What follows belongs to an exercise in optimizing a design on an open flow for small area, a short achievable clock period and few clock cycles per item; a production flow would make more cautious choices.
The RTL was checked by simulation tests, not by an equivalence proof against the original design.
No activity file was given, so power comes from the tool's default toggle rates.

==> flow/design.v <==
package swx_pkg;
  localparam int MAX_HALF_WINDOW = 15;
  localparam int HALF_BITS       = 4;
  localparam int RING_DEPTH      = 2 * MAX_HALF_WINDOW + 1;
  localparam int SLOT_BITS       = $clog2(RING_DEPTH + 1);
  localparam int PRICE_BITS      = 32;
  localparam int STAMP_BITS      = 64;
  localparam int VERDICT_BITS    = 2;
  localparam logic [VERDICT_BITS-1:0] VERDICT_REGULAR = 2'd0;
  localparam logic [VERDICT_BITS-1:0] VERDICT_MINIMA  = 2'd1;
  localparam logic [VERDICT_BITS-1:0] VERDICT_MAXIMA  = 2'd2;
  localparam logic KIND_TICK  = 1'b0;
  localparam logic KIND_CLEAR = 1'b1;
  typedef struct packed {
    logic start;
    logic cmp_en;
  } judge_ctrl_t;
endpackage
module swx_ram #(
  parameter int WIDTH = 32,
  parameter int DEPTH = 31
) (
  input  logic                     clk,
  input  logic                     we,
  input  logic [$clog2(DEPTH)-1:0] waddr,
  input  logic [WIDTH-1:0]         wdata,
  input  logic                     re,
  input  logic [$clog2(DEPTH)-1:0] raddr,
  output logic [WIDTH-1:0]         rdata
);
  logic [WIDTH-1:0] mem [DEPTH];
  always_ff @(posedge clk) begin
    if (we) begin
      mem[waddr] <= wdata;
    end
    if (re) begin
      rdata <= mem[raddr];
    end
  end
endmodule
module swx_judge #(
  parameter int N = 30
) (
  input  logic signed [swx_pkg::PRICE_BITS-1:0]   now,
  input  logic [N*swx_pkg::PRICE_BITS-1:0]        past,
  output logic [N-1:0]                            hi_lower,
  output logic [N-1:0]                            hi_equal,
  output logic [N-1:0]                            lo_lower,
  output logic [N-1:0]                            lo_equal
);
  localparam int PB = swx_pkg::PRICE_BITS;
  localparam int HB = PB / 2;
  logic signed [HB-1:0] now_hi;
  logic        [HB-1:0] now_lo;
  logic signed [HB-1:0] x_hi [N];
  logic        [HB-1:0] x_lo [N];
  assign now_hi = now[PB-1:HB];
  assign now_lo = now[HB-1:0];
  always_comb begin
    for (int k = 0; k < N; k++) begin
      x_hi[k]      = past[k*PB+HB +: HB];
      x_lo[k]      = past[k*PB +: HB];
      hi_lower[k]  = x_hi[k] < now_hi;
      hi_equal[k]  = x_hi[k] == now_hi;
      lo_lower[k]  = x_lo[k] < now_lo;
      lo_equal[k]  = x_lo[k] == now_lo;
    end
  end
endmodule
module sliding_window_extremum_detector
(
  input  logic                           clk,
  input  logic                           rst,
  input  logic                           in_valid,
  output logic                           in_ready,
  input  logic                           kind,
  input  logic signed [swx_pkg::PRICE_BITS-1:0]   price,
  input  logic signed [swx_pkg::STAMP_BITS-1:0]   stamp,
  output logic                           out_valid,
  input  logic                           out_ready,
  output logic [swx_pkg::VERDICT_BITS-1:0]        verdict,
  output logic signed [swx_pkg::PRICE_BITS-1:0]   price_out,
  output logic signed [swx_pkg::STAMP_BITS-1:0]   stamp_out,
  input  logic                           cfg_we,
  input  logic [swx_pkg::HALF_BITS-1:0]           cfg_data
);
  localparam int PB    = swx_pkg::PRICE_BITS;
  localparam int NPAST = 2 * swx_pkg::MAX_HALF_WINDOW;    
  logic [swx_pkg::HALF_BITS-1:0] half_window;
  logic [swx_pkg::HALF_BITS-1:0] half_clamped;
  logic [PB-1:0]                 win [NPAST];     
  logic [NPAST:0]                count;
  logic [NPAST-1:0]              cap_mask;        
  logic [NPAST-1:0]              cap_clamped;     
  logic                          s1_valid;
  logic                          s1_fresh;        
  logic [swx_pkg::STAMP_BITS-1:0] s1_stamp;
  logic [swx_pkg::VERDICT_BITS-1:0] s1_kept;
  logic [NPAST-1:0]              cmp_hi_lower;
  logic [NPAST-1:0]              cmp_hi_equal;
  logic [NPAST-1:0]              cmp_lo_lower;
  logic [NPAST-1:0]              cmp_lo_equal;
  logic                          s1_move;
  logic                          s1_free;         
  logic                          s1_busy;         
  logic                          take;            
  logic                          s1_valid_n;
  logic                          out_valid_n;
  logic                          accept;
  logic                          tick;
  logic                          clear;
  logic                          report;
  logic [NPAST-1:0]              hi_lower;
  logic [NPAST-1:0]              hi_equal;
  logic [NPAST-1:0]              lo_lower;
  logic [NPAST-1:0]              lo_equal;
  logic [NPAST-1:0]              held;
  logic [NPAST-1:0]              lower;
  logic [NPAST-1:0]              higher;
  logic [swx_pkg::VERDICT_BITS-1:0] judged;
  logic [swx_pkg::VERDICT_BITS-1:0] s1_verdict;
  logic [NPAST*PB-1:0]           past;
  assign s1_move  = !out_valid || out_ready;
  assign in_ready = s1_free || out_ready;
  assign take     = in_valid && (!s1_busy || out_ready);
  assign accept   = take;
  assign tick     = take && (kind == swx_pkg::KIND_TICK);
  assign clear    = take && (kind == swx_pkg::KIND_CLEAR);
  always_comb begin
    report = 1'b0;
    for (int k = 1; k <= swx_pkg::MAX_HALF_WINDOW; k++) begin
      if (int'(half_window) == k) begin
        report = count[k-1];
      end
    end
  end
  always_comb begin
    for (int k = 0; k < NPAST; k++) begin
      cap_clamped[k] = (k < 2 * int'(half_clamped));
    end
  end
  always_comb begin
    priority if (cfg_data == '0) begin
      half_clamped = swx_pkg::HALF_BITS'(1);
    end else if (cfg_data > swx_pkg::HALF_BITS'(swx_pkg::MAX_HALF_WINDOW)) begin
      half_clamped = swx_pkg::HALF_BITS'(swx_pkg::MAX_HALF_WINDOW);
    end else begin
      half_clamped = cfg_data;
    end
  end
  assign held   = count[NPAST:1] & cap_mask;
  assign lower  = held & (cmp_hi_lower | (cmp_hi_equal & cmp_lo_lower));
  assign higher = held & (~(cmp_hi_lower | cmp_hi_equal) |
                          (cmp_hi_equal & ~(cmp_lo_lower | cmp_lo_equal)));
  always_comb begin
    if (lower == '0) begin
      judged = swx_pkg::VERDICT_MINIMA;
    end else if (higher == '0) begin
      judged = swx_pkg::VERDICT_MAXIMA;
    end else begin
      judged = swx_pkg::VERDICT_REGULAR;
    end
  end
  assign s1_verdict = s1_fresh ? judged : s1_kept;
  assign s1_valid_n  = (!s1_busy || out_ready) ? (tick && report) : s1_valid;
  assign out_valid_n = s1_move ? s1_valid : out_valid;
  always_ff @(posedge clk) begin
    if (rst) begin
      half_window <= swx_pkg::HALF_BITS'(1);
      cap_mask    <= NPAST'(3);
      count       <= '0;
      s1_valid    <= 1'b0;
      s1_fresh    <= 1'b0;
      s1_free     <= 1'b1;
      s1_busy     <= 1'b0;
      out_valid   <= 1'b0;
    end else begin
      if (cfg_we) begin
        half_window <= half_clamped;
        cap_mask    <= cap_clamped;
        count       <= '0;
      end else if (clear) begin
        count       <= '0;
      end else if (tick) begin
        count       <= {count[NPAST-1:0], 1'b1};
      end
      s1_valid  <= s1_valid_n;
      out_valid <= out_valid_n;
      s1_free   <= !(s1_valid_n && out_valid_n);
      s1_busy   <= s1_valid_n && out_valid_n;
      s1_fresh  <= !s1_busy || out_ready;
    end
  end
  always_ff @(posedge clk) begin
    if (take) begin
      win[0] <= price;
      for (int k = 1; k < NPAST; k++) begin
        win[k] <= win[k-1];
      end
    end
    cmp_hi_lower <= hi_lower;
    cmp_hi_equal <= hi_equal;
    cmp_lo_lower <= lo_lower;
    cmp_lo_equal <= lo_equal;
    s1_kept       <= s1_verdict;
    if (!s1_busy || out_ready) begin
      s1_stamp <= stamp;
    end
    if (s1_move) begin
      verdict   <= s1_verdict;
      price_out <= win[0];
      stamp_out <= s1_stamp;
    end
  end
  always_comb begin
    for (int k = 0; k < NPAST; k++) begin
      past[k*PB +: PB] = win[k];
    end
  end
  swx_judge #(
    .N (NPAST)
  ) u_judge (
    .now       (price),
    .past      (past),
    .hi_lower (hi_lower),
    .hi_equal (hi_equal),
    .lo_lower (lo_lower),
    .lo_equal (lo_equal)
  );
endmodule
==> flow/flow/run.sh <==
#!/bin/bash
set -o pipefail
export CTS_ARGS="-sink_clustering_enable -repair_clock_nets -dont_use_dummy_load -sink_clustering_size 16 -sink_clustering_max_diameter 60 -root_buf sky130_fd_sc_hd__clkbuf_16 -sink_clustering_buffer sky130_fd_sc_hd__clkbuf_8 -buf_list {sky130_fd_sc_hd__clkbuf_8 sky130_fd_sc_hd__clkbuf_16}"
bash standard.sh finish > standard.log 2>&1
==> flow/standard.sh <==
#!/bin/bash
# synth_recipe.tcl (not shown) runs the flow's synth.tcl, then flattens the netlist and writes it again
# the make line also repeats each setting of config.mk as NAME=value (left out here)
make -C /OpenROAD-flow-scripts/flow DESIGN_CONFIG=/design/flow/config.mk WORK_HOME=/design/flow/orfs CLKGATE_MAP_FILE= SYNTH_SCRIPT=/design/flow/synth_recipe.tcl "${@:-finish}"
==> flow/config.mk <==
export PLATFORM = sky130hd
export DESIGN_NAME = sliding_window_extremum_detector
export DESIGN_NICKNAME = sliding_window_extremum_detector
export VERILOG_FILES = /design/flow/design.v
export SDC_FILE = /design/flow/constraint.sdc
export NUM_CORES = 4
export LEC_CHECK = 0
export CAP_MARGIN = 20
export CORE_MARGIN = 2
export CORE_UTILIZATION = 55
export SETUP_SLACK_MARGIN = 2.6
export SLEW_MARGIN = 20
==> flow/constraint.sdc <==
create_clock -name core_clock -period 5.0 [get_ports {clk}]
set_input_delay 1.0000 -clock core_clock [delete_from_list [all_inputs] [get_ports {clk}]]
set_output_delay 1.0000 -clock core_clock [all_outputs]
set_load 0.01 [all_outputs]
==> impl_metrics.ini, run 1 <==
[synth]
synth_cell_types = 46
syn-num-nets = 5269
synth_edf_count = 1122
synth_top_area_cell = edfxtp_1
synth_top_area_share_pct = 55.8
synth_area_leaders = edfxtp_1 (56%), ha_1 (20%), dfxtp_1 (5.8%)
synth_flop_cell = edfxtp_1
syn_inst = 4203
synth_area_per_cell_sq_um = 14.4
yosysSeqAreaShare_pct = 61.7
synth.ff_latch_count = 1298
ys_async_sr_fraction_pct = 0
synth_warnings = 5
synth_area_sq_um = 60300

[die]
rows = 121
initial_utilization_pct = 55.4
dieArea_sq_um = 112000
core_area_sq_um = 109000
die_w_um = 335
ioPinCount = 206
die-height_um = 335

[finish]
multi_input_area_sq_um = 23700
fillers = 8241
final_core_util_pct = 63.5
drive_gt1_share_pct = 10.6
area_growth_pct = 14.6
regArea_sq_um = 37200
layout.nets = 5740
diodes = 0

[worst_setup_path]
critPathMaxStageDelay_ns = 0.67
path_cells = nor2_1 > a21oi_2 > o22ai_1 > nor4_1 > nand3_1 > o22ai_2
cp-end-kind = flip-flop
cp.required_ns = 5.42
critical_path_class = flip-flop to flip-flop
worstPathArrival_ns = 2.89
cp_max_fo = 2
startpoint_type = flip-flop
critPathBufInv = 0
crit_slowest_cell = nor4_1
crit_family = simple AND/OR/NAND/NOR gates

[clock_tree]
cts_inserted_buffers = 117
cts_sinks = 1298
cts_hold_buf = 0
cts_max_path_buffers = 3
h-tree-depth = 3
clock_latency_ns = 0.68
root_buffer = clkbuf_16
clk_pin_slew_ns = 0.08
cts_tree = built

[run_status]
status = timing/DRC/antenna clean

[sta]
tightest_slew_ns = 1.01
slew_viol_final = 0
setup_viol = 0
fin_setup_tns_ns = 0
max_freq_mhz = 406
maxSlewHeadroom_pct = 32.8
period_share_pct = 49.2
final-hold-violation-count = 0
min_period_ns = 2.46
grt_setup_unrepaired = yes
fin_skew_ns = 0.0415

[placement]
port_buffers = 205
gp_congestion = 0.869
hpwl_um = 92900

[routing]
post_drt_wl_per_cell_um = 21.9
drtIter0Drc = 2150
route.vias.total = 36200
wl_met1_um = 57500
wl_met3_um = 6050
topRoutingLayerUsed = met4
drc_errors = 0
drtAntennaViolNets = 0
wl_um = 133000
routed_via_density = 5.95
firstDrtPassIters = 8
dr_wl_met2_um = 66900

[run]
drv_cap = 0

[power_and_ir_drop]
ir_worst_vdd_mv = 0.269
power.density_nw_per_um2 = 306
power_leakage_uw = 0.0275
total_power_uw = 21200

[worst_hold_path]
hold_path_class = flip-flop to flip-flop

[global_route]
grt_max_degree = 100
grt_pass1_vias = 37500
antenna_found_initial = 2
grt_pass1_wl_um = 198000
gr-total-overflow = 0
track_usage_pct = 23.1
[cell families (layout without fill, tap and decap cells)]
logic type      after synthesis  in the layout  share of synthesized area [%]
flops                      1298           1298                           61.7
simple gates                914            914                           7.75
compound gates              874            874                           9.31
mux                          29             29                          0.543
buf+inv                     128            597                          0.809
fa+ha+maj                   960            960                           19.9
[area by class of cell]
class / count / share of cell area (%)
flip-flops and latches: 1298 / 53.8
multi-input cells: 2777 / 34.3
repair buffers: 370 / 6.04
well taps: 1414 / 2.56
clock buffers: 117 / 2.48
inverters: 104 / 0.716
repair inverters: 6 / 0.0651
[power by group]
group / switching [uW] / leakage (uW) / total (uW) / internal, uW
Combinational: 1540 / 0.0140 / 2750 / 1200
Clock: 3370 / 0.000887 / 5630 / 2260
Sequential: 350 / 0.0126 / 12800 / 12400
[sequential cells by signal, indices dropped and copies added, names as in the netlist, 2 cells and up]
name and flops:
win 960, s1_stamp 64, stamp_out 64, price_out 32, count 31, cmp_hi_equal 30
cmp_hi_lower 30, cmp_lo_equal 30, cmp_lo_lower 30, cap_mask 15, half_window 3, s1_kept 2
verdict 2
[through the flow]
stage,hold WS (ns),std cells,instance area [sq um],setup WS (ns)
2_1_floorplan,0.400,4203,60400,-12.37
3_3_place_gp,0.400,5877,64900,1.15
3_5_place_dp,0.405,5877,64900,1.12
4_1_cts,0.396,6065,68100,2.35
5_1_grt,0.395,6086,69200,2.55
6_report,0.394,6086,69200,2.54
[synth_stat cells (2+ instances only)]
cell type and instances:
a2111oi_0 23, a211o_1 8, a211oi_1 28, a21o_1 156, a21oi_1 276, a311oi_1 3, a31oi_1 18, a41oi_1 8
and3_1 27, and4_1 6, buf_1 3, clkbuf_1 20, dfxtp_1 176, edfxtp_1 1122, ha_1 960, inv_1 104
mux2i_1 26, mux4_2 3, nand2_1 143, nand2b_1 39, nand3_1 75, nand4_1 161, nor2_1 223, nor2b_1 83
nor3_1 74, nor3b_1 32, nor4_1 42, o211ai_1 53, o21a_1 119, o21ai_0 101, o21bai_1 7, o221ai_1 5
o22ai_1 48, o2bb2ai_1 5, o311ai_0 4, o31ai_1 2, o41ai_1 6, or2_2 2, or3_1 5
[worst paths after layout]
kind	cells after the start	end	from	slack, ns
min	0	stamp_out[6]$_DFFE_PN_	s1_stamp[6]$_DFFE_PN_	0.39
max	6	verdict[1]$_DFFE_PN_	cmp_hi_lower[4]$_DFF_P_	2.54
min reg2reg	0	stamp_out[6]$_DFFE_PN_	s1_stamp[6]$_DFFE_PN_	0.39
max reg2reg	6	verdict[1]$_DFFE_PN_	cmp_hi_lower[4]$_DFF_P_	2.54
[layout by cell type (no fill, tap or decap), types with 23 or more instances in the layout]
cell type | Yosys | layout
nand2b_1 | 39 | 38
nand4_1 | 161 | 161
clkbuf_8 | 0 | 108
edfxtp_1 | 1122 | 1122
dfxtp_1 | 176 | 175
nor2_1 | 223 | 210
clkinvlp_4 | 0 | 24
nor3b_1 | 32 | 32
buf_4 | 0 | 94
o22ai_1 | 48 | 37
o21a_1 | 119 | 119
nor2b_1 | 83 | 82
mux2i_1 | 26 | 26
a21oi_1 | 276 | 255
ha_4 | 0 | 23
nor3_1 | 74 | 65
nand2_1 | 143 | 142
clkdlybuf4s50_1 | 0 | 75
ha_1 | 960 | 936
nor4_1 | 42 | 26
dlygate4sd2_1 | 0 | 85
buf_12 | 0 | 41
nand3_1 | 75 | 54
inv_1 | 104 | 76
o211ai_1 | 53 | 53
o21ai_0 | 101 | 87
a21o_1 | 156 | 156
[worst register-to-register path, delay by kind of cell (launching register included)]
kind / cells / cell delay (ns)
AO/OA/AOI/OAI: 3 / 0.91
AND/OR/NAND/NOR: 3 / 0.92
flip-flops: 1 / 0.39
[repair_timing]
action / CTS / global route
pin swaps: 30 / 35
buffers inserted: 59 / 12
resized for setup: 328 / 172
gates cloned: 12 / 9
endpoints found under the setup margin: 1173 / 476
[metal layers]
metal / vias up / GRT usage (%)
li1: 17500 / -
met1: 18000 / 28.6
met2: 560 / 41.4
met3: 163 / 4.09
met4: 0 / 6.28
met5: - / 0
Testbench counts, summed over its fixed seeds: cycles 9,680, items 9,600.
==> run 2, diff against run 1 <==
==> flow/flow/run.sh (replaced) <==
#!/bin/bash
set -o pipefail
export CTS_ARGS="-sink_clustering_enable -repair_clock_nets -dont_use_dummy_load -root_buf sky130_fd_sc_hd__clkbuf_16 -sink_clustering_buffer sky130_fd_sc_hd__clkbuf_8 -buf_list {sky130_fd_sc_hd__clkbuf_8 sky130_fd_sc_hd__clkbuf_16}"
bash standard.sh finish > standard.log 2>&1
--- a/flow/config.mk
+++ b/flow/config.mk
@@ -8,5 +8,6 @@
 export CAP_MARGIN = 20
 export CORE_MARGIN = 2
 export CORE_UTILIZATION = 55
+export PLACE_DENSITY = 0.7
 export SETUP_SLACK_MARGIN = 2.6
 export SLEW_MARGIN = 20
==> impl_metrics.ini, run 2 <==
[sta]
min_period_ns = 2.50
maxSlewHeadroom_pct = 34.0
tightest_slew_ns = 0.988
max_freq_mhz = 399
fin_setup_tns_ns = 0
slew_viol_final = 0
fin_skew_ns = 0.0714
grt_setup_unrepaired = yes
final-hold-violation-count = 0
setup_viol = 0
period_share_pct = 50.1

[worst_setup_path]
cp.required_ns = 5.34
startpoint_type = input port
cp_max_fo = 130
reg2regPathDepth = 6
critical_path_class = input port to flip-flop
rr_endpoint = win[29][14]$_DFFE_PP_
worstPathArrival_ns = 2.84
r2r_start = s1_busy$_SDFF_PP0_
reg2reg_slack_ns = 2.69
cp-end-kind = flip-flop

[placement]
port_buffers = 205
hpwl_um = 92700
gp_congestion = 0.919

[synth]
synth_flop_cell = edfxtp_1
synth_top_area_share_pct = 55.8
synth_warnings = 5
ys_async_sr_fraction_pct = 0
synth_commonest_cells = edfxtp_1 (1122), ha_1 (960), a21oi_1 (276)
synth.ff_latch_count = 1298
synth_area_sq_um = 60300
synth_cell_types = 46
syn_inst = 4203
yosysSeqAreaShare_pct = 61.7
synth_top_area_cell = edfxtp_1
yosysMostFrequentCell = edfxtp_1
synth_edf_count = 1122
synth_area_per_cell_sq_um = 14.4
syn-num-nets = 5269
synth_area_leaders = edfxtp_1 (56%), ha_1 (20%), dfxtp_1 (5.8%)

[routing]
wl_um = 135000
dr_wl_met2_um = 66900
topRoutingLayerUsed = met5
drc_errors = 0
post_drt_wl_per_cell_um = 21.8
route.vias.total = 36900
firstDrtPassIters = 5
routed_via_density = 5.97
wl_met3_um = 8170
drtIter0Drc = 2259
wl_met1_um = 55700
drtAntennaViolNets = 0

[clock_tree]
cts_tree = built
cts_sinks = 1298
cts_inserted_buffers = 211
clk_pin_slew_ns = 0.06
cts_max_path_buffers = 3
clock_latency_ns = 0.75
h-tree-depth = 4
cts_hold_buf = 0
root_buffer = clkbuf_16

[worst_hold_path]
hold_depth = 0
hp-start = s1_stamp[28]$_DFFE_PN_
whs_endpoint = stamp_out[28]$_DFFE_PN_
hold_path_class = flip-flop to flip-flop

[die]
ioPinCount = 206
initial_utilization_pct = 55.4
die_w_um = 335
dieArea_sq_um = 112000
rows = 121
die-height_um = 335
core_area_sq_um = 109000

[power_and_ir_drop]
power.density_nw_per_um2 = 333
power_leakage_uw = 0.0279
ir_worst_vdd_mv = 0.228

[run_status]
status = timing/DRC/antenna clean

[global_route]
grt_max_degree = 133
grt_pass1_vias = 39200
antenna_found_initial = 4
gr-total-overflow = 0
grt_pass1_wl_um = 205000
track_usage_pct = 23.9

[finish]
biggestRegsByFlops = win (960), s1_stamp (64), stamp_out (64)
layout.nets = 5827
final_core_util_pct = 64.2
regMostFlops = win
largest_reg_flops = 960
fillers = 7866
area_growth_pct = 15.9
layout_common_cells = edfxtp_1 (1122), ha_1 (943), a21oi_1 (260)
drive_gt1_share_pct = 12.5
final_common_cell = edfxtp_1

[run]
drv_cap = 0
[run 2: cell types whose count changed in the layout (fill, tap and decap cells not counted), sizes merged]
cell           change
buf               +29
bufbuf             +2
clkbuf            +94
clkdlybuf4s15     +38
clkdlybuf4s50      +5
clkinv             -3
diode              +1
dlygate4sd2       -78
dlymetal6s2s       -3
inv                +2
nand2              +1
[run 2: report_power, final]
group          total (uW)  internal (uW)  leakage (uW)  switching, uW
clock network        7770           4010       0.00160           3760
registers           12800          12500        0.0126            368
logic                2690           1170        0.0138           1520
total               23300          17600        0.0279           5650
[run 2: per-stage QoR]
stage / cells / power [uW] / setup WS [ns] / hold slack [ns] / cell area [sq um]
final: 6174 / 23300 / 2.50 / 0.405 / 69900
after global routing: 6173 / 24300 / 2.48 / 0.411 / 69900
after detailed placement: 5872 / 15500 / 1.14 / 0.405 / 64800
after global placement: 5872 / 15400 / 1.20 / 0.400 / 64800
after floorplan: 4203 / 14700 / -12.37 / 0.400 / 60400
after CTS: 6158 / 23500 / 2.45 / 0.407 / 69400
[run 2: cell families after synthesis]
logic type | after synthesis | synth area share [%]
AO/OA/AOI/OAI | 874 | 9.31
buffers and inverters | 128 | 0.809
AND/OR/NAND/NOR | 914 | 7.75
flip-flops | 1298 | 61.7
adder cells (fa/ha/maj) | 960 | 19.9
multiplexers | 29 | 0.543
[run 2: repair_timing]
action                      CTS  global route
setup endpoints to repair  1179           585
cloned                       14             3
setup buffers                61            12
gates resized for setup     428           157
pin swaps                    20            26
[run 2: cell type report]
type	instances	area [sq um]	share of cell area, %
antenna	1	2.50	0.00358
sequential	1298	37200	53.2
inverter	104	479	0.685
clock buffer	211	3100	4.43
multi-input combinational	2778	23500	33.6
timing repair inverter	5	35.0	0.0501
tap	1414	1770	2.53
timing repair buffer	363	3820	5.46
[run 2: worst max-delay path by stage]
stage                          endpoint  slack, ns       from  cells past startpoint
2_1_floorplan       win[0][0]$_DFFE_PP_     -12.37  out_ready                      5
3_3_place_gp      win[29][24]$_DFFE_PP_       1.20  out_ready                      7
3_5_place_dp      win[29][24]$_DFFE_PP_       1.14  out_ready                      7
5_1_grt        cmp_lo_lower[25]$_DFF_P_       2.48  price[15]                      9
4_1_cts        cmp_lo_lower[25]$_DFF_P_       2.45   price[5]                      8
6_report          win[29][14]$_DFFE_PP_       2.50   in_valid                      5
[run 2: per-layer routing]
layer	global-route usage, %	vias to the layer above
li1	-	17700
met1	28.9	18100
met2	41.6	810
met3	5.82	266
met4	8.56	6
met5	0.868	-
[run 2: worst max-delay path, stage by stage]
cell	delay, ns
clkdlybuf4s15_1	0.46
nand2_8	0.27
clkinvlp_4	0.16
buf_4	0.29
buf_16	0.43
==> run 3, diff against run 2 <==
--- a/flow/config.mk
+++ b/flow/config.mk
@@ -8,6 +8,5 @@
 export CAP_MARGIN = 20
 export CORE_MARGIN = 2
 export CORE_UTILIZATION = 55
-export PLACE_DENSITY = 0.7
 export SETUP_SLACK_MARGIN = 2.6
 export SLEW_MARGIN = 20
==> impl_metrics.ini, run 3 <==
[worst_hold_path]
hold_depth = 0
hp-start = s1_stamp[26]$_DFFE_PN_
hold_path_class = flip-flop to flip-flop
whs_endpoint = stamp_out[26]$_DFFE_PN_

[routing]
wl_um = 134000
post_drt_wl_per_cell_um = 21.7
route.vias.total = 36600
firstDrtPassIters = 5
drc_errors = 0
routed_via_density = 5.92
drtAntennaViolNets = 0
drtIter0Drc = 2069

[clock_tree]
cts_tree = built
cts_hold_buf = 0
clock_latency_ns = 0.73
cts_max_path_buffers = 3
root_buffer = clkbuf_16
h-tree-depth = 4
cts_sinks = 1298
clk_pin_slew_ns = 0.05
cts_inserted_buffers = 212

[synth]
yosysMostFrequentCell = edfxtp_1
synth.ff_latch_count = 1298
synth_top_area_cell = edfxtp_1
synth_edf_count = 1122
syn-num-nets = 5269
synth_area_per_cell_sq_um = 14.4
synth_top_area_share_pct = 55.8
synth_cell_types = 46
ys_async_sr_fraction_pct = 0
synth_commonest_cells = edfxtp_1 (1122), ha_1 (960), a21oi_1 (276)
syn_inst = 4203
synth_area_leaders = edfxtp_1 (56%), ha_1 (20%), dfxtp_1 (5.8%)
synth_warnings = 5
synth_area_sq_um = 60300
yosysSeqAreaShare_pct = 61.7
synth_flop_cell = edfxtp_1

[sta]
fin_setup_tns_ns = 0
fin_skew_ns = 0.0429
layout_setup_ws_ns = 2.57
min_period_ns = 2.43
setup_viol = 0
grt_setup_unrepaired = yes
maxSlewHeadroom_pct = 32.8
final-hold-violation-count = 0
tightest_slew_ns = 1.01
slew_viol_final = 0
period_share_pct = 48.7
max_freq_mhz = 411
holdWs_ns = 0.412

[die]
dieArea_sq_um = 112000
ioPinCount = 206
rows = 121
initial_utilization_pct = 55.4
die_w_um = 335
core_area_sq_um = 109000
die-height_um = 335

[worst_setup_path]
critical_path_class = input port to output pin
rr_endpoint = verdict[1]$_DFFE_PN_
cp.required_ns = 4.00
reg2regPathDepth = 6
reg2reg_slack_ns = 2.67
r2r_start = cmp_lo_lower[0]$_DFF_P_
worstPathArrival_ns = 1.43
startpoint_type = input port
cp-end-kind = output pin
cp_max_fo = 3

[finish]
final_common_cell = edfxtp_1
drive_gt1_share_pct = 13.2
area_growth_pct = 16.6
biggestRegsByFlops = win (960), s1_stamp (64), stamp_out (64)
regMostFlops = win
layout.nets = 5837
layout_common_cells = edfxtp_1 (1122), ha_1 (937), a21oi_1 (253)
largest_reg_flops = 960
diodes = 0

[power_and_ir_drop]
power.density_nw_per_um2 = 332
ir_worst_vdd_mv = 0.245
power_leakage_uw = 0.0280

[global_route]
antenna_found_initial = 2
track_usage_pct = 23.4
grt_max_degree = 100
grt_pass1_vias = 38400
gr-total-overflow = 0
grt_pass1_wl_um = 201000

[placement]
port_buffers = 205
hpwl_um = 92900
pre_cts_slack_ns = 1.12
gp_congestion = 0.869

[run]
drv_cap = 0

[run_status]
status = timing/DRC/antenna clean
## run 3: cell count changes in the layout (fill, tap and decap cells not counted), sizes merged, moves of 2 or more
cell	delta
clkdlybuf4s15	+20
clkbuf	+11
clkinv	+3
inv	-2
clkdlybuf4s50	-3
dlymetal6s2s	+3
bufbuf	-5
buf	-14
dlygate4sd2	-2
## run 3: timing repair
item                       4_1_cts  5_1_grt
gates cloned                     9        5
setup buffers                   63       17
pin swaps                       20       40
gates resized for setup        430      171
setup endpoints to repair     1170      320
## run 3: cells by family after synthesis
logic type	synth area share, %
compound gates	9.31
fa+ha+maj	19.9
simple gates	7.75
flops	61.7
buf+inv	0.809
mux	0.543
## run 3: through the flow
stage | power (uW) | std cells | instance area [sq um] | util (%)
after floorplan | 14700 | 4203 | 60400 | -
after global placement | 15400 | 5877 | 64900 | 59.6
after detailed placement | 15500 | 5877 | 64900 | 59.6
after CTS | 23500 | 6161 | 69500 | 63.9
after global routing | 24400 | 6183 | 70300 | 64.6
final | 23300 | 6183 | 70300 | 64.6
## run 3: critical path, stage by stage
cell,delay (ns)
buf_8,0.10
or2_4,0.22
buf_6,0.12
## run 3: layer usage
metal  vias to the layer above  wire [um]  GRT usage, %  share of wire, %
met5                         -          0             0                 0
met4                         0       3660          8.00               2.7
met3                       233       6130          4.88               4.6
met2                       661      67100          41.5                50
met1                     18000      57400          28.4                43
li1                      17700          -             -                 -
## run 3: worst max path at each step
| stage | start | end | slack, ns | cells past startpoint |
|---|---|---|---|---|
| after floorplan | out_ready | win[0][0]$_DFFE_PP_ | -12.37 | 5 |
| after global placement | price[18] | cmp_hi_lower[10]$_DFF_P_ | 1.15 | 9 |
| after detailed placement | price[18] | cmp_hi_lower[10]$_DFF_P_ | 1.12 | 9 |
| after CTS | out_ready | in_ready | 2.45 | 3 |
| after global routing | in_valid | win[19][25]$_DFFE_PP_ | 2.55 | 5 |
| final | out_ready | in_ready | 2.57 | 3 |
## run 3: cell type report
| type | instances | area [sq um] |
|---|---|---|
| clock buffer | 212 | 3110 |
| fill | 8069 | 38500 |
| inverter | 104 | 487 |
| multi-input combinational | 2777 | 23700 |
| sequential | 1298 | 37200 |
| tap | 1414 | 1770 |
| timing repair buffer | 372 | 3960 |
| timing repair inverter | 6 | 45.0 |
## run 3: where the power goes
| group | leakage (uW) | internal [uW] | switching, uW | total, uW |
|---|---|---|---|---|
| clock network | 0.00161 | 4030 | 3760 | 7790 |
| logic | 0.0138 | 1180 | 1540 | 2720 |
| registers | 0.0126 | 12500 | 352 | 12800 |
==> run 4, diff against run 3 <==
--- a/flow/config.mk
+++ b/flow/config.mk
@@ -7,6 +7,6 @@
 export LEC_CHECK = 0
 export CAP_MARGIN = 20
 export CORE_MARGIN = 2
-export CORE_UTILIZATION = 55
+export CORE_UTILIZATION = 50
 export SETUP_SLACK_MARGIN = 2.6
 export SLEW_MARGIN = 20
==> impl_metrics.ini, run 4 <==
[worst_setup_path]
crit_path_start = out_ready
rr_endpoint = verdict[1]$_DFFE_PN_
cp_max_fo = 3
endpoint = in_ready
reg2regPathDepth = 6
cp.required_ns = 4.00
startpoint_type = input port
worstPathArrival_ns = 1.46
cp-end-kind = output pin
reg2reg_slack_ns = 2.69
critical_path_class = input port to output pin
r2r_start = cmp_lo_lower[0]$_DFF_P_

[synth]
ys_async_sr_fraction_pct = 0
synth_cell_types = 46
syn_inst = 4203
synth_top_area_cell = edfxtp_1
synth_area_per_cell_sq_um = 14.4
synth.ff_latch_count = 1298
yosysSeqAreaShare_pct = 61.7
synth_flop_cell = edfxtp_1
synth_top_area_share_pct = 55.8
yosysMostFrequentCell = edfxtp_1
synth_commonest_cells = edfxtp_1 (1122), ha_1 (960), a21oi_1 (276)
synth_edf_count = 1122
synth_area_leaders = edfxtp_1 (56%), ha_1 (20%), dfxtp_1 (5.8%)
synth_area_sq_um = 60300
syn-num-nets = 5269
synth_warnings = 5

[die]
die-height_um = 351
ioPinCount = 206
core_area_sq_um = 120000
dieArea_sq_um = 123000
die_w_um = 351
initial_utilization_pct = 50.4
rows = 127

[placement]
pre_cts_slack_ns = 1.09
port_buffers = 205
hpwl_um = 94600
placed_cell_area_sq_um = 65100
gp_congestion = 1.02

[clock_tree]
cts_hold_buf = 0
root_buffer = clkbuf_16
cts_tree = built
cts_inserted_buffers = 216
clk_pin_slew_ns = 0.05
h-tree-depth = 4
cts_sinks = 1298
cts_max_path_buffers = 3
clock_latency_ns = 0.77

[routing]
drtAntennaViolNets = 0
drtIter0Drc = 2162
wl_um = 135000
route.vias.total = 36600
drc_errors = 0
post_drt_wl_per_cell_um = 21.2
firstDrtPassIters = 6
routed_via_density = 5.74

[finish]
drive_gt1_share_pct = 12.9
finalInstanceArea_sq_um = 69600
layout.nets = 5826
biggestRegsByFlops = win (960), s1_stamp (64), stamp_out (64)
final_common_cell = edfxtp_1
regMostFlops = win
area_growth_pct = 15.4
diodes = 0
layout_common_cells = edfxtp_1 (1122), ha_1 (945), a21oi_1 (269)
largest_reg_flops = 960

[sta]
max_freq_mhz = 406
fin_skew_ns = 0.0407
slew_viol_final = 0
tightest_slew_ns = 0.926
layout_setup_ws_ns = 2.54
fin_setup_tns_ns = 0
final-hold-violation-count = 0
maxSlewHeadroom_pct = 38.1
min_period_ns = 2.46
period_share_pct = 49.3
grt_setup_unrepaired = yes
holdWs_ns = 0.399
setup_viol = 0

[worst_hold_path]
hold_path_class = flip-flop to flip-flop

[power_and_ir_drop]
power_leakage_uw = 0.0278
ir_worst_vdd_mv = 0.343
total_power_uw = 23400
power.density_nw_per_um2 = 336

[global_route]
grt_max_degree = 109
antenna_found_initial = 8
grt_pass1_wl_um = 204000
gr-total-overflow = 0
grt_pass1_vias = 38600
track_usage_pct = 21.8

[run_status]
status = timing/DRC/antenna clean

[run]
drv_cap = 0
-- run 4: worst max-delay path: stages --
cell and delay, ns:
buf_8 0.12, or2_4 0.22, buf_6 0.12
-- run 4: routing by layer --
layer | track usage (%) | vias up | share of wire, %
li1 | - | 17700 | -
met1 | 25.8 | 17900 | 41
met2 | 38.3 | 755 | 50
met3 | 5.63 | 263 | 5.8
met4 | 7.72 | 14 | 2.9
met5 | 0 | - | 0.084
-- run 4: logic make-up after synthesis --
family | share of synthesized area, %
muxes | 0.543
DFF | 61.7
adders and majority gates | 19.9
and+or+nand+nor | 7.75
buffers and inverters | 0.809
AOI/OAI and AO/OA | 9.31
-- run 4: power breakdown --
group	switching (uW)	internal, uW	leakage [uW]	total, uW
clock network	3830	4090	0.00164	7920
logic	1520	1120	0.0136	2640
registers	354	12500	0.0126	12800
-- run 4: cell type report --
type	count	area, sq um
Multi-Input combinational cell	2777	23400
Timing Repair inverter	6	47.5
Fill cell	9525	50200
Timing Repair Buffer	357	3220
Tap cell	1612	2020
Clock buffer	216	3160
Inverter	104	523
Sequential cell	1298	37200
-- run 4: how the worst min path moves through the flow --
stage,start,to,cells after the start
after floorplan,s1_stamp[0]$_DFFE_PN_,stamp_out[0]$_DFFE_PN_,0
after global placement,s1_stamp[33]$_DFFE_PN_,stamp_out[33]$_DFFE_PN_,0
after detailed placement,s1_stamp[20]$_DFFE_PN_,stamp_out[20]$_DFFE_PN_,0
after CTS,price[17],win[0][17]$_DFFE_PP_,1
after global routing,s1_stamp[31]$_DFFE_PN_,stamp_out[31]$_DFFE_PN_,0
final,s1_stamp[31]$_DFFE_PN_,stamp_out[31]$_DFFE_PN_,0
-- run 4: through the flow --
step / util, % / cells
final: 58.1 / 6370
after global placement: 54.3 / 6078
after detailed placement: 54.3 / 6079
after CTS: 57.7 / 6364
after floorplan: - / 4203
after global routing: 58.1 / 6370
-- run 4: repair_timing --
item,in CTS,in global routing
pin swaps,11,21
cloned,6,3
gates resized for setup,578,94
buffers inserted,63,3
endpoints found under the setup margin,1213,78
==> run 5, diff against run 4 <==
--- a/flow/config.mk
+++ b/flow/config.mk
@@ -8,5 +8,5 @@
 export CAP_MARGIN = 20
 export CORE_MARGIN = 2
 export CORE_UTILIZATION = 50
-export SETUP_SLACK_MARGIN = 2.6
+export SETUP_SLACK_MARGIN = 2.5
 export SLEW_MARGIN = 20
==> impl_metrics.ini, run 5 <==
[power_and_ir_drop]
ir_worst_vdd_mv = 0.342
total_power_uw = 23300
power.density_nw_per_um2 = 335
power_leakage_uw = 0.0278

[sta]
fin_setup_tns_ns = 0
final-hold-violation-count = 0
fin_skew_ns = 0.0394
setup_viol = 0
tightest_slew_ns = 0.927
max_freq_mhz = 397
min_period_ns = 2.52
layout_setup_ws_ns = 2.48
period_share_pct = 50.4
maxSlewHeadroom_pct = 38.1
grt_setup_unrepaired = yes
slew_viol_final = 0

[worst_setup_path]
critPathBufInv = 2
reg2reg_slack_ns = 2.64
cp.required_ns = 4.00
path_cells = buf_4 > or2_4 > buf_6
worstPathArrival_ns = 1.52
critPathMaxStageDelay_ns = 0.25
r2r_start = cmp_lo_lower[0]$_DFF_P_
crit_family = buffers and inverters
critical_path_class = input port to output pin
rr_endpoint = verdict[1]$_DFFE_PN_
crit_slowest_cell = or2_4
startpoint_type = input port
cp-end-kind = output pin
cp_max_fo = 3
reg2regPathDepth = 6

[placement]
hpwl_um = 94600
place_inst = 6079
pre_cts_slack_ns = 1.09
gp_congestion = 1.02
port_buffers = 205

[die]
die-height_um = 351
ioPinCount = 206
core_area_sq_um = 120000
initial_utilization_pct = 50.4
die_w_um = 351
rows = 127
dieArea_sq_um = 123000

[synth]
syn-num-nets = 5269
yosysMostFrequentCell = edfxtp_1
synth_top_area_share_pct = 55.8
synth_cell_types = 46
synth_area_per_cell_sq_um = 14.4
ys_async_sr_fraction_pct = 0
synth_warnings = 5
yosysSeqAreaShare_pct = 61.7
synth_top_area_cell = edfxtp_1
syn_inst = 4203
synth_commonest_cells = edfxtp_1 (1122), ha_1 (960), a21oi_1 (276)
synth_flop_cell = edfxtp_1
synth.ff_latch_count = 1298
synth_area_sq_um = 60300
synth_area_leaders = edfxtp_1 (56%), ha_1 (20%), dfxtp_1 (5.8%)
synth_edf_count = 1122

[clock_tree]
clk_pin_slew_ns = 0.05
cts_max_path_buffers = 3
h-tree-depth = 4
clock_latency_ns = 0.76
cts_tree = built
cts_hold_buf = 0
cts_sinks = 1298
cts_inserted_buffers = 216
root_buffer = clkbuf_16

[routing]
dr_wl_met2_um = 66900
drc_errors = 0
route.vias.total = 36600
topRoutingLayerUsed = met5
drtAntennaViolNets = 0
wl_met1_um = 55000
routed_via_density = 5.74
drtIter0Drc = 2206
wl_met3_um = 7880
firstDrtPassIters = 5
post_drt_wl_per_cell_um = 21.0
wl_um = 134000

[global_route]
grt_max_degree = 109
grt_pass1_wl_um = 202000
gr-total-overflow = 0
antenna_found_initial = 8
grt_pass1_vias = 38600
track_usage_pct = 21.6

[run_status]
status = timing/DRC/antenna clean

[finish]
stdcell_count = 6370
largest_reg_flops = 960
final_common_cell = edfxtp_1
fillers = 9532
regMostFlops = win
final_core_util_pct = 58.1
area_growth_pct = 15.4
drive_gt1_share_pct = 10.2
layout.nets = 5825
biggestRegsByFlops = win (960), s1_stamp (64), stamp_out (64)
layout_common_cells = edfxtp_1 (1122), ha_1 (952), a21oi_1 (274)

[worst_hold_path]
hold_depth = 0
hp-start = s1_stamp[31]$_DFFE_PN_
hold_path_class = flip-flop to flip-flop
whs_endpoint = stamp_out[31]$_DFFE_PN_

[run]
drv_cap = 0
==> run 5: cell counts after synthesis <==
Identical to the previous run, type by type.
==> run 5: timing repair <==
action                     in CTS  in global routing
pin swaps                       8                 17
setup endpoints to repair    1153                222
resized for setup             260                 88
buffers inserted               52                 15
gates cloned                    4                  3
hold endpoints to repair        0                  0
==> run 5: layer usage <==
| metal | GRT usage [%] | up-vias |
|---|---|---|
| li1 | - | 17700 |
| met1 | 25.2 | 17900 |
| met2 | 38.1 | 750 |
| met3 | 5.62 | 249 |
| met4 | 7.67 | 10 |
| met5 | 0 | - |
==> run 5: how the worst max path moves through the flow <==
stage	startpoint	to	cells after the start
floorplan	out_ready	win[0][0]$_DFFE_PP_	5
global placement	price[17]	cmp_hi_lower[26]$_DFF_P_	10
detailed placement	price[17]	cmp_hi_lower[26]$_DFF_P_	10
CTS	out_ready	in_ready	3
global route	out_ready	in_ready	3
finish	out_ready	in_ready	3
==> run 5: per-stage QoR <==
step	hold slack, ns	instance area, sq um
6_report	0.400	69600
5_1_grt	0.396	69600
4_1_cts	0.390	69100
3_5_place_dp	0.405	65100
3_3_place_gp	0.400	65100
2_1_floorplan	0.400	60400
==> run 5: final cells by class <==
class,instances,area [sq um],share of cell area (%)
Sequential cell,1298,37200,53.5
Multi-Input combinational cell,2777,23200,33.3
Timing Repair Buffer,357,3500,5.03
Clock buffer,216,3160,4.54
Tap cell,1612,2020,2.90
Inverter,104,497,0.713
Timing Repair inverter,5,38.8,0.0557
Antenna cell,1,2.50,0.00359
==> run 5: worst register-to-register path, cell delays in order, from the launching register on <==
cell and delay (ns):
dfxtp_1 0.36, a21oi_1 0.69, o22ai_1 0.16, nor4_1 0.44, nand4_1 0.21, nand3_1 0.12, o22ai_1 0.10
==> run 5: power by group <==
group | switching, uW | total, uW | internal (uW)
combinational | 1500 | 2610 | 1110
clock | 3820 | 7910 | 4090
sequential | 352 | 12800 | 12500
total | 5670 | 23300 | 17700
==> run 5: cell families after synthesis <==
| kind of cell | share of synthesized area, % |
|---|---|
| DFF | 61.7 |
| adders and majority gates | 19.9 |
| buffers and inverters | 0.809 |
| muxes | 0.543 |
| and+or+nand+nor | 7.75 |
| AOI/OAI and AO/OA | 9.31 |

## separate check: timing with driven ports
No port has a modelled driver above. Below, the same layouts with a new extraction and two added sets of constraints.
Step 1: set_driving_cell puts a clkbuf_16 on clk and a buf_2 on each other input, an assumption about the parent block.
Step 2, shift: input delay + t, output delay - t, t = (earliest + latest rising clock arrival at the registers) / 2. This alone moves slack from input paths to output paths.
a / b / c = no drivers / after step 1 / after step 2; a / b = the first two.
run | t (ns) | setup slack, ns | hold WS [ns] | slew at the worst register clock pin (ns)
run 1 | 0.725 | 2.538 / 2.513 / 1.954 | 0.394 / 0.394 / 0.394 | 0.10 / 0.10
run 2 | 0.791 | 2.495 / 2.475 / 1.690 | 0.405 / 0.405 / 0.405 | 0.06 / 0.06
run 3 | 0.782 | 2.566 / 2.517 / 1.870 | 0.412 / 0.412 / 0.412 | 0.06 / 0.06
run 4 | 0.821 | 2.536 / 2.480 / 1.810 | 0.399 / 0.397 / 0.399 | 0.06 / 0.06
run 5 | 0.822 | 2.480 / 2.450 / 1.748 | 0.400 / 0.400 / 0.400 | 0.06 / 0.06
After both steps setup and hold are still met in every run listed. For run 2, which loses most, drivers alone change the setup slack by -0.020 ns; drivers and shift together by -0.805 ns.
